Background: an optimization exercise with open tools, aiming at small area. Do not read the settings as production practice.
Power is estimated from default activity; no workload was simulated.

Setup of harbor:
==> flow/design.v <==
`default_nettype none
package sp_pixel_pkg;
    localparam int PIX_W   = 12;
    localparam int PIX_MAX = (1 << PIX_W) - 1;   
    localparam int WIN_N   = 5;
    localparam int WIN_MID = WIN_N / 2;   
    typedef logic [PIX_W-1:0] pixel_t;
    typedef union packed {
        logic [WIN_N*PIX_W-1:0] flat;
        pixel_t [0:WIN_N-1]     pix;
    } column_t;
    localparam int QUANT       = 68;
    localparam int QUANT_SHIFT = 4;
endpackage
`default_nettype wire
`default_nettype none
package sp_ctrl_pkg;
    typedef enum logic [1:0] {
        IDLE = 2'd0,   
        FILL = 2'd1,   
        RUN  = 2'd2    
    } win_state_t;
    localparam int CALC_LAT = 4;
    localparam int TOP_LAT = CALC_LAT + 1;
endpackage
`default_nettype wire
`timescale 1ns/1ps
`default_nettype none
module sp_noise_removal
#(
    parameter int SIGMA = 160
) (
    input  logic        clk,
    input  logic        rst_n,
    input  logic        en_i,
    input  logic [59:0] col_i,
    input  logic        border_pass_i,
    output logic [11:0] data_o,
    output logic        en_o
);
    localparam int THRESH = (SIGMA * 68) >> 4;   
    localparam logic [11:0] LO_LIM = 12'(THRESH);          
    localparam logic [11:0] HI_LIM = 12'(4095 - THRESH);   
    logic [11:0] r0, r1, r2, r3, r4;
    assign r0 = col_i[59:48];
    assign r1 = col_i[47:36];
    assign r2 = col_i[35:24];
    assign r3 = col_i[23:12];
    assign r4 = col_i[11:0];
    logic [11:0] p0_1, p0_2, p0_3, p0_4;
    logic [11:0] p1_1, p1_2, p1_3;
    logic [11:0] p2_1, p2_2, p2_3, p2_4;
    logic [11:0] p3_1, p3_2, p3_3;
    logic [11:0] p4_1, p4_2, p4_3, p4_4;
    always_ff @(posedge clk) begin
        p0_1 <= r0; p0_2 <= p0_1; p0_3 <= p0_2; p0_4 <= p0_3;
        p1_1 <= r1; p1_2 <= p1_1; p1_3 <= p1_2;
        p2_1 <= r2; p2_2 <= p2_1; p2_3 <= p2_2; p2_4 <= p2_3;
        p3_1 <= r3; p3_2 <= p3_1; p3_3 <= p3_2;
        p4_1 <= r4; p4_2 <= p4_1; p4_3 <= p4_2; p4_4 <= p4_3;
    end
    function automatic logic [13:0] radd(input logic [12:0] a, input logic [12:0] b, input logic ci);
        logic c;
        c = ci;
        for (int i = 0; i < 13; i++) begin
            radd[i] = a[i] ^ b[i] ^ c;
            c       = (a[i] & b[i]) | (c & (a[i] ^ b[i]));
        end
        radd[13] = c;
    endfunction
    function automatic logic [12:0] sdiff(input logic [11:0] a, input logic [11:0] b);
        logic [13:0] e;
        e = radd({1'b0, a}, {1'b0, ~b}, 1'b0);
        sdiff = {e[12], e[11:0] ^ {12{~e[12]}}};
    endfunction
    function automatic logic [12:0] gsum(input logic [12:0] x, input logic [12:0] y);
        logic [13:0] t;
        logic [13:0] u;
        t = radd({1'b0, x[11:0]}, {1'b0, y[11:0]}, x[12]);
        u = radd(t[12:0], 13'd0, y[12]);
        gsum = u[12:0];
    endfunction
    function automatic logic [11:0] avg(input logic [11:0] a, input logic [11:0] b);
        logic [13:0] s;
        s = radd({1'b0, a}, {1'b0, b}, 1'b1);
        avg = s[12:1];
    endfunction
    function automatic logic lt13(input logic [12:0] a, input logic [12:0] b);
        logic [13:0] s;
        s = radd(a, ~b, 1'b1);    
        lt13 = ~s[13];
    endfunction
    logic [12:0] g_h, g_v, g_d, g_z;
    assign g_h = gsum(sdiff(r2,   p2_4), sdiff(p2_1, p2_3));
    assign g_v = gsum(sdiff(p0_2, p4_2), sdiff(p1_2, p3_2));
    assign g_d = gsum(sdiff(r0,   p4_4), sdiff(p1_1, p3_3));
    assign g_z = gsum(sdiff(p0_4, r4  ), sdiff(p1_3, p3_1));
    function automatic logic [11:0] intp4(input logic [11:0] oa, input logic [11:0] ob,
                                          input logic [11:0] ia, input logic [11:0] ib);
        intp4 = avg(avg(oa, ob), avg(ia, ib));
    endfunction
    logic [11:0] i_h, i_v, i_d, i_z;
    assign i_h = intp4(r2,   p2_4, p2_1, p2_3);
    assign i_v = intp4(p0_2, p4_2, p1_2, p3_2);
    assign i_d = intp4(r0,   p4_4, p1_1, p3_3);
    assign i_z = intp4(p0_4, r4,   p1_3, p3_1);
    logic        sel_v, sel_z;
    assign sel_v = lt13(g_v, g_h);
    assign sel_z = lt13(g_z, g_d);
    logic [12:0] g_hv_q, g_dz_q;
    logic [11:0] i_hv_q, i_dz_q;
    logic        border_q;
    always_ff @(posedge clk) begin
        g_hv_q   <= sel_v ? g_v : g_h;
        i_hv_q   <= sel_v ? i_v : i_h;
        g_dz_q   <= sel_z ? g_z : g_d;
        i_dz_q   <= sel_z ? i_z : i_d;
        border_q <= border_pass_i;
    end
    logic [11:0] intp;
    assign intp = lt13(g_dz_q, g_hv_q) ? i_dz_q : i_hv_q;
    logic replace;
    assign replace = !border_q &&
                     (((p2_3 == 12'd0)   && (intp > LO_LIM)) ||
                      ((p2_3 == 12'hfff) && (intp < HI_LIM)));
    always_ff @(posedge clk) begin
        data_o <= replace ? intp : p2_3;
    end
    logic [2:0] run_q;
    logic       full;
    logic       v1_q;
    assign full = run_q[2];
    always_ff @(posedge clk or negedge rst_n) begin
        if (!rst_n) begin
            run_q <= '0;
            v1_q  <= 1'b0;
            en_o  <= 1'b0;
        end else begin
            run_q <= !en_i ? 3'd0 : (full ? run_q : run_q + 3'd1);
            v1_q  <= en_i && full;
            en_o  <= v1_q;
        end
    end
endmodule
`default_nettype wire
make LEC_CHECK=0 ABC_AREA=1 CAP_MARGIN=20 CORE_MARGIN=2 CORE_UTILIZATION=40 SLEW_MARGIN=20 finish   # period 6.0 ns
run.sh (not shown) runs the stock make flow with config.mk's settings and CLKGATE_MAP_FILE= SYNTH_SCRIPT=/design/flow/synth_recipe.tcl, a recipe that flattens the netlist after the stock synthesis.
harbor had finished all stages when the layout checks came back failing, citing negative setup slack.
Relative to harbor, the following input files were edited for willow:
diff --git a/flow/design.v b/flow/design.v
--- a/flow/design.v
+++ b/flow/design.v
@@ -60,40 +60,17 @@
         p4_1 <= r4; p4_2 <= p4_1; p4_3 <= p4_2; p4_4 <= p4_3;
     end
-    function automatic logic [13:0] radd(input logic [12:0] a, input logic [12:0] b, input logic ci);
-        logic c;
-        c = ci;
-        for (int i = 0; i < 13; i++) begin
-            radd[i] = a[i] ^ b[i] ^ c;
-            c       = (a[i] & b[i]) | (c & (a[i] ^ b[i]));
-        end
-        radd[13] = c;
-    endfunction
-    function automatic logic [12:0] sdiff(input logic [11:0] a, input logic [11:0] b);
-        logic [13:0] e;
-        e = radd({1'b0, a}, {1'b0, ~b}, 1'b0);
-        sdiff = {e[12], e[11:0] ^ {12{~e[12]}}};
-    endfunction
-    function automatic logic [12:0] gsum(input logic [12:0] x, input logic [12:0] y);
-        logic [13:0] t;
-        logic [13:0] u;
-        t = radd({1'b0, x[11:0]}, {1'b0, y[11:0]}, x[12]);
-        u = radd(t[12:0], 13'd0, y[12]);
-        gsum = u[12:0];
+    function automatic logic [11:0] absd(input logic [11:0] a, input logic [11:0] b);
+        absd = (a > b) ? a - b : b - a;
     endfunction
     function automatic logic [11:0] avg(input logic [11:0] a, input logic [11:0] b);
-        logic [13:0] s;
-        s = radd({1'b0, a}, {1'b0, b}, 1'b1);
+        logic [12:0] s;
+        s = {1'b0, a} + {1'b0, b} + 13'd1;
         avg = s[12:1];
     endfunction
-    function automatic logic lt13(input logic [12:0] a, input logic [12:0] b);
-        logic [13:0] s;
-        s = radd(a, ~b, 1'b1);    
-        lt13 = ~s[13];
-    endfunction
     logic [12:0] g_h, g_v, g_d, g_z;
-    assign g_h = gsum(sdiff(r2,   p2_4), sdiff(p2_1, p2_3));
-    assign g_v = gsum(sdiff(p0_2, p4_2), sdiff(p1_2, p3_2));
-    assign g_d = gsum(sdiff(r0,   p4_4), sdiff(p1_1, p3_3));
-    assign g_z = gsum(sdiff(p0_4, r4  ), sdiff(p1_3, p3_1));
+    assign g_h = {1'b0, absd(r2,   p2_4)} + {1'b0, absd(p2_1, p2_3)};
+    assign g_v = {1'b0, absd(p0_2, p4_2)} + {1'b0, absd(p1_2, p3_2)};
+    assign g_d = {1'b0, absd(r0,   p4_4)} + {1'b0, absd(p1_1, p3_3)};
+    assign g_z = {1'b0, absd(p0_4, r4  )} + {1'b0, absd(p1_3, p3_1)};
     function automatic logic [11:0] intp4(input logic [11:0] oa, input logic [11:0] ob,
                                           input logic [11:0] ia, input logic [11:0] ib);
@@ -106,6 +83,6 @@
     assign i_z = intp4(p0_4, r4,   p1_3, p3_1);
     logic        sel_v, sel_z;
-    assign sel_v = lt13(g_v, g_h);
-    assign sel_z = lt13(g_z, g_d);
+    assign sel_v = g_v < g_h;
+    assign sel_z = g_z < g_d;
     logic [12:0] g_hv_q, g_dz_q;
     logic [11:0] i_hv_q, i_dz_q;
@@ -119,5 +96,5 @@
     end
     logic [11:0] intp;
-    assign intp = lt13(g_dz_q, g_hv_q) ? i_dz_q : i_hv_q;
+    assign intp = (g_dz_q < g_hv_q) ? i_dz_q : i_hv_q;
     logic replace;
     assign replace = !border_q &&
- Compound-gate portion of the synthesized area, willow and harbor: larger value in willow
- willow against harbor: area of the die went up about 50%; non-clock buffer contribution to total cell area went down 2.4 points; sequential cell count held; final clock period utilization by the worst path went down 78 points; share of power burned in combinational logic went down 2.1 points.
- willow: full flow OK, the timing, design-rule and antenna checks passed
- From harbor to willow the numbers moved as follows: global-route usage shows an increase of 5.0 points; clock-pin transition on the worst setup and hold timing paths shows no meaningful change; slack of the critical path shows an increase of 4.71 ns.
No functional check of the RTL was part of any run of this note.

-- port drivers added, routing unchanged --
The results above use ideal ports. As a check the final layouts listed here were re-extracted and re-timed, cells and wires unchanged. Step 1, drivers: a clkbuf_16 drives clk and a buf_2 each remaining input, both assumed. Step 2 adds t to the input delays and takes it off the output delays; t is the mean of the earliest and latest rising clock arrival at the registers after step 1. Input paths then give back, and output paths get back, about the clock's delay inside the block. Slacks: no drivers / after step 1 / after step 2; pairs: no drivers / after step 1.
| run | t (ns) | slack for setup (ns) | worst hold slack (ns) | slew at the worst register clock pin (ns) | pins driven straight from the clock port |
|---|---|---|---|---|---|
| harbor | 0.587 | -4.316 / -4.313 / -4.868 | 0.322 / 0.322 / 0.322 | 0.06 / 0.06 | 1 |
| willow | 0.629 | 0.390 / 0.416 / -0.213 | 0.319 / 0.319 / 0.319 | 0.07 / 0.07 | 1 |
Met with ideal ports but missed after step 2: setup timing in willow. The setup slack of willow, which loses most, moves by +0.026 ns with the drivers and by -0.603 ns with both steps.
